Background: an optimization exercise with open tools, aiming at small area, a short achievable clock period and few clock cycles. Do not read the settings as production practice. At most, simulation tests tie the RTL to the original design; equivalence was not proved. Power figures rest on the tool's default switching activity, not on a simulated workload.

== main ==
Design ml_ops_top, start of the top module:
module ml_ops_top (
  input  logic              clk_i,
  input  logic              rst_i,
  input  logic              ml_ops_enable_i,
  input  logic              loading_data_i,
  input  logic              relu_en_i,
  input  logic              dotp_en_i,
  input  logic              ex_ready_i,
  input  ml_ops_pkg::addr_t operand_a_addr_i,
  input  ml_ops_pkg::len_t  operand_b_size_i,
  input  ml_ops_pkg::word_t mem_rd_data_i,
  output ml_ops_pkg::word_t reg_wr_data_o,
  output ml_ops_pkg::word_t mem_wr_data_o,
  output ml_ops_pkg::addr_t mem_addr_o,
  output logic              mem_rd_en_o,
  output logic              mem_wr_en_o,
  output logic              reg_wr_en_o,
  output logic              ml_op_done_o,
  output logic              ml_ready_o
);
  localparam logic [3:0] IDLE = 4'd0;
  localparam logic [3:0] LD2  = 4'd1;
  localparam logic [3:0] RR1  = 4'd2;
  localparam logic [3:0] RR2  = 4'd3;
  localparam logic [3:0] RBUB = 4'd4;
  localparam logic [3:0] RW1  = 4'd5;
  localparam logic [3:0] RW2  = 4'd6;
  localparam logic [3:0] DA   = 4'd7;
  ...
Size in the first run: roughly 2,000 cells after synthesis, ~310 flip-flops, roughly 200 I/O pins, ~20,000 um2 of cells after synthesis.
export LEC_CHECK = 0
export CAP_MARGIN = 20
export CORE_MARGIN = 2
export CORE_UTILIZATION = 60
export CTS_CLUSTER_DIAMETER = 120
export CTS_CLUSTER_SIZE = 24
export SLEW_MARGIN = 20
create_clock -name core_clock -period 9.0 [get_ports {clk_i}]
standard.sh (not shown) runs the stock make flow with config.mk's settings and CLKGATE_MAP_FILE= SYNTH_SCRIPT=/design/flow/synth_recipe.tcl, a recipe that flattens the netlist after the stock synthesis.
==> flow/flow/run.sh <==
#!/bin/bash
# The standard layout, with stronger port buffers and setup repair aimed
# below the clock period (same clock, same constraints).
export BUFFER_PORTS_ARGS="-buffer_cell sky130_fd_sc_hd__buf_4"
export SETUP_SLACK_MARGIN=6.0
export ABC_CLOCK_PERIOD_IN_PS=3000
bash standard.sh > standard_run.log 2>&1
main finished end to end and its layout was clean on timing, DRC and antenna.
#### Input delta (the feature branch over main)
--- a/flow/design.v
+++ b/flow/design.v
@@ -702,53 +702,57 @@
   input  ml_ops_pkg::word_t mem_rd_data_i,
   output ml_ops_pkg::word_t reg_wr_data_o,
   output ml_ops_pkg::word_t mem_wr_data_o,
   output ml_ops_pkg::addr_t mem_addr_o,
   output logic              mem_rd_en_o,
   output logic              mem_wr_en_o,
   output logic              reg_wr_en_o,
   output logic              ml_op_done_o,
   output logic              ml_ready_o
 );
-  localparam logic [3:0] IDLE = 4'd0;
-  localparam logic [3:0] LD2  = 4'd1;
-  localparam logic [3:0] RR1  = 4'd2;
-  localparam logic [3:0] RR2  = 4'd3;
-  localparam logic [3:0] RBUB = 4'd4;
-  localparam logic [3:0] RW1  = 4'd5;
-  localparam logic [3:0] RW2  = 4'd6;
-  localparam logic [3:0] DA   = 4'd7;
-  localparam logic [3:0] DB   = 4'd8;
-  localparam logic [3:0] T1   = 4'd9;
-  localparam logic [3:0] T2   = 4'd10;
-  localparam logic [3:0] T3   = 4'd11;
-  localparam logic [3:0] T4   = 4'd12;
-  localparam logic [3:0] T5   = 4'd13;
-  localparam logic [3:0] FIN  = 4'd14;
-  logic [3:0]  st_q, st_d;
+  localparam logic [4:0] IDLE = 5'd0;
+  localparam logic [4:0] LD2  = 5'd1;
+  localparam logic [4:0] RR1  = 5'd2;
+  localparam logic [4:0] RR2  = 5'd3;
+  localparam logic [4:0] RBUB = 5'd4;
+  localparam logic [4:0] RW1  = 5'd5;
+  localparam logic [4:0] RW2  = 5'd6;
+  localparam logic [4:0] DA   = 5'd7;
+  localparam logic [4:0] DB   = 5'd8;
+  localparam logic [4:0] T1   = 5'd9;
+  localparam logic [4:0] T2   = 5'd10;
+  localparam logic [4:0] T3   = 5'd11;
+  localparam logic [4:0] T4   = 5'd12;
+  localparam logic [4:0] T5   = 5'd13;
+  localparam logic [4:0] T6   = 5'd14;
+  localparam logic [4:0] T7   = 5'd15;
+  localparam logic [4:0] FIN  = 5'd16;
+  logic [4:0]  st_q, st_d;
   logic        rd_d, wr_d, done_d, regwr_d, ready_d;
   logic        relu_q;
   logic        same;
   logic        sq_q;
   logic        last_q;
   logic [15:0] rem_q;
   logic        rem_dec;
   logic        rem_one;
   logic        inc;
   logic [31:0] cur_q, oth_q, cur_nx;
   logic [31:0] a_q;
   logic [31:0] x_q;
   logic [7:0]  one_q, two_q, neg_q;
   logic [31:0] p_q, q_q, r_q, p_nx, q_nx, r_nx;
   logic [31:0] s_q, sa, c1s, c1c, c2s, c2c;
-  logic        cy_q, cya;
-  logic [16:0] lo_sum, hi_sum;
+  logic [2:0]  cy_q, cya;
+  logic [8:0]  b0_sum;
+  logic [9:0]  b1_sum, b2_sum;
+  logic [8:0]  b3_sum;
   logic        v1_q, v2_q;
   logic        inc_q, clr_q;
   assign rem_one = (rem_q == 16'd1);
   assign same    = (operand_a_addr_i == oth_q);
   always_comb begin
     st_d    = st_q;
     rd_d    = 1'b0;
     wr_d    = 1'b0;
     done_d  = 1'b0;
     regwr_d = 1'b0;
@@ -806,21 +810,23 @@
           st_d = T1;
         end else begin
           st_d = DA;
           rd_d = 1'b1;
         end
       end
       T1: st_d = T2;
       T2: st_d = T3;
       T3: st_d = sq_q ? T5 : T4;
       T4: st_d = T5;
-      T5: begin
+      T5: st_d = T6;
+      T6: st_d = T7;
+      T7: begin
         st_d    = FIN;
         regwr_d = 1'b1;
         done_d  = 1'b1;
       end
       default: st_d = FIN;
     endcase
     if (ml_op_done_o) begin
       st_d    = ex_ready_i ? IDLE : FIN;
       rd_d    = 1'b0;
       wr_d    = 1'b0;
@@ -909,31 +915,33 @@
       x_q <= a_q;
     end else begin
       x_q <= {x_q[15:0], 16'd0};
     end
     one_q <= one_d;
     two_q <= two_d;
     neg_q <= neg_d;
     p_q   <= p_nx;
     q_q   <= q_nx;
     r_q   <= r_nx;
-    s_q   <= {hi_sum[16:1], lo_sum[15:0]};
-    cy_q  <= lo_sum[16];
+    s_q   <= {b3_sum[8:1], b2_sum[8:1], b1_sum[8:1], b0_sum[7:0]};
+    cy_q  <= {b2_sum[9], b1_sum[9], b0_sum[8]};
   end
   assign sa     = s_q & {32{!clr_q}};
-  assign cya    = cy_q && !clr_q;
+  assign cya    = cy_q & {3{!clr_q}};
   assign c1s    = p_q ^ q_q ^ r_q;
   assign c1c    = {(p_q[30:0] & q_q[30:0]) | (p_q[30:0] & r_q[30:0]) | (q_q[30:0] & r_q[30:0]), 1'b0};
   assign c2s    = sa ^ c1s ^ c1c;
   assign c2c    = {(sa[30:0] & c1s[30:0]) | (sa[30:0] & c1c[30:0]) | (c1s[30:0] & c1c[30:0]), 1'b0};
-  assign lo_sum = {1'b0, c2s[15:0]} + {1'b0, c2c[15:0]};
-  assign hi_sum = {c2s[31:16], cya} + {c2c[31:16], cya};
+  assign b0_sum = {1'b0, c2s[7:0]} + {1'b0, c2c[7:0]};
+  assign b1_sum = {1'b0, c2s[15:8], cya[0]} + {1'b0, c2c[15:8], cya[0]};
+  assign b2_sum = {1'b0, c2s[23:16], cya[1]} + {1'b0, c2c[23:16], cya[1]};
+  assign b3_sum = {c2s[31:24], cya[2]} + {c2c[31:24], cya[2]};
   ml_datapath mac_i (
     .x_i   (x_q),
     .one_i (one_q),
     .two_i (two_q),
     .neg_i (neg_q),
     .so    (p_nx),
     .co    (q_nx),
     .to    (r_nx)
   );
   assign mem_wr_data_o = a_q;
--- outcome ---
Going from main to the feature branch, the area of combinational cells with multiple inputs was found to have gone down by about 4.3%. Going from main to the feature branch, number of vias after detailed routing shrank by 427; met2 track demand over resource went down by 1.1 points; synthesized cell count -24. Data-path buffer share of cell area in the final layout: the feature branch vs main down 0.53 points. [the feature branch] leakage power summed over all cells fell about 1.8% relative to main. On final area: between the feature branch and main, it ends up lower for the feature branch. As far as die extent in y is concerned, the feature branch and main perform about the same. Summary of the feature branch over main: met2 layer wire length in the routed design decreased 3.6%, mapped cell area decreased 120 um2.
Testbench counts of the feature branch, summed over its fixed seeds: cycles 43,173.
The RTL of main was laid out without a check of its function.

[port drivers added, routing unchanged]
In the flow no input, the clock included, has a driving cell. The finished layouts below were timed again as built, in two steps. Step 1 sets driving cells, clkbuf_16 on the clock port and buf_2 on the other inputs (assumed; they add their load-dependent delay and slew). Step 2 adds t to the input delays and takes it off the output delays; t is the mean of the earliest and latest rising clock arrival at the registers after step 1. Input paths then give back, and output paths get back, about the clock's delay inside the block. Three values: ideal, step 1, step 2; two values: the first two.
| run | t (ns) | setup WS [ns] | worst hold slack (ns) | worst setup path after step 2 | worst data-port slew with drivers (ns) |
|---|---|---|---|---|---|
| main | 0.573 | 5.929 / 5.929 / 5.790 | 0.489 / 0.489 / 0.489 | input to register | 0.07 |
| the feature branch | 0.569 | 6.039 / 5.985 / 5.655 | 0.468 / 0.468 / 0.468 | input to register | 0.09 |
After both steps every run listed still meets setup and hold. The setup slack of the feature branch, which loses most, moves by -0.054 ns with the drivers and by -0.384 ns with both steps.
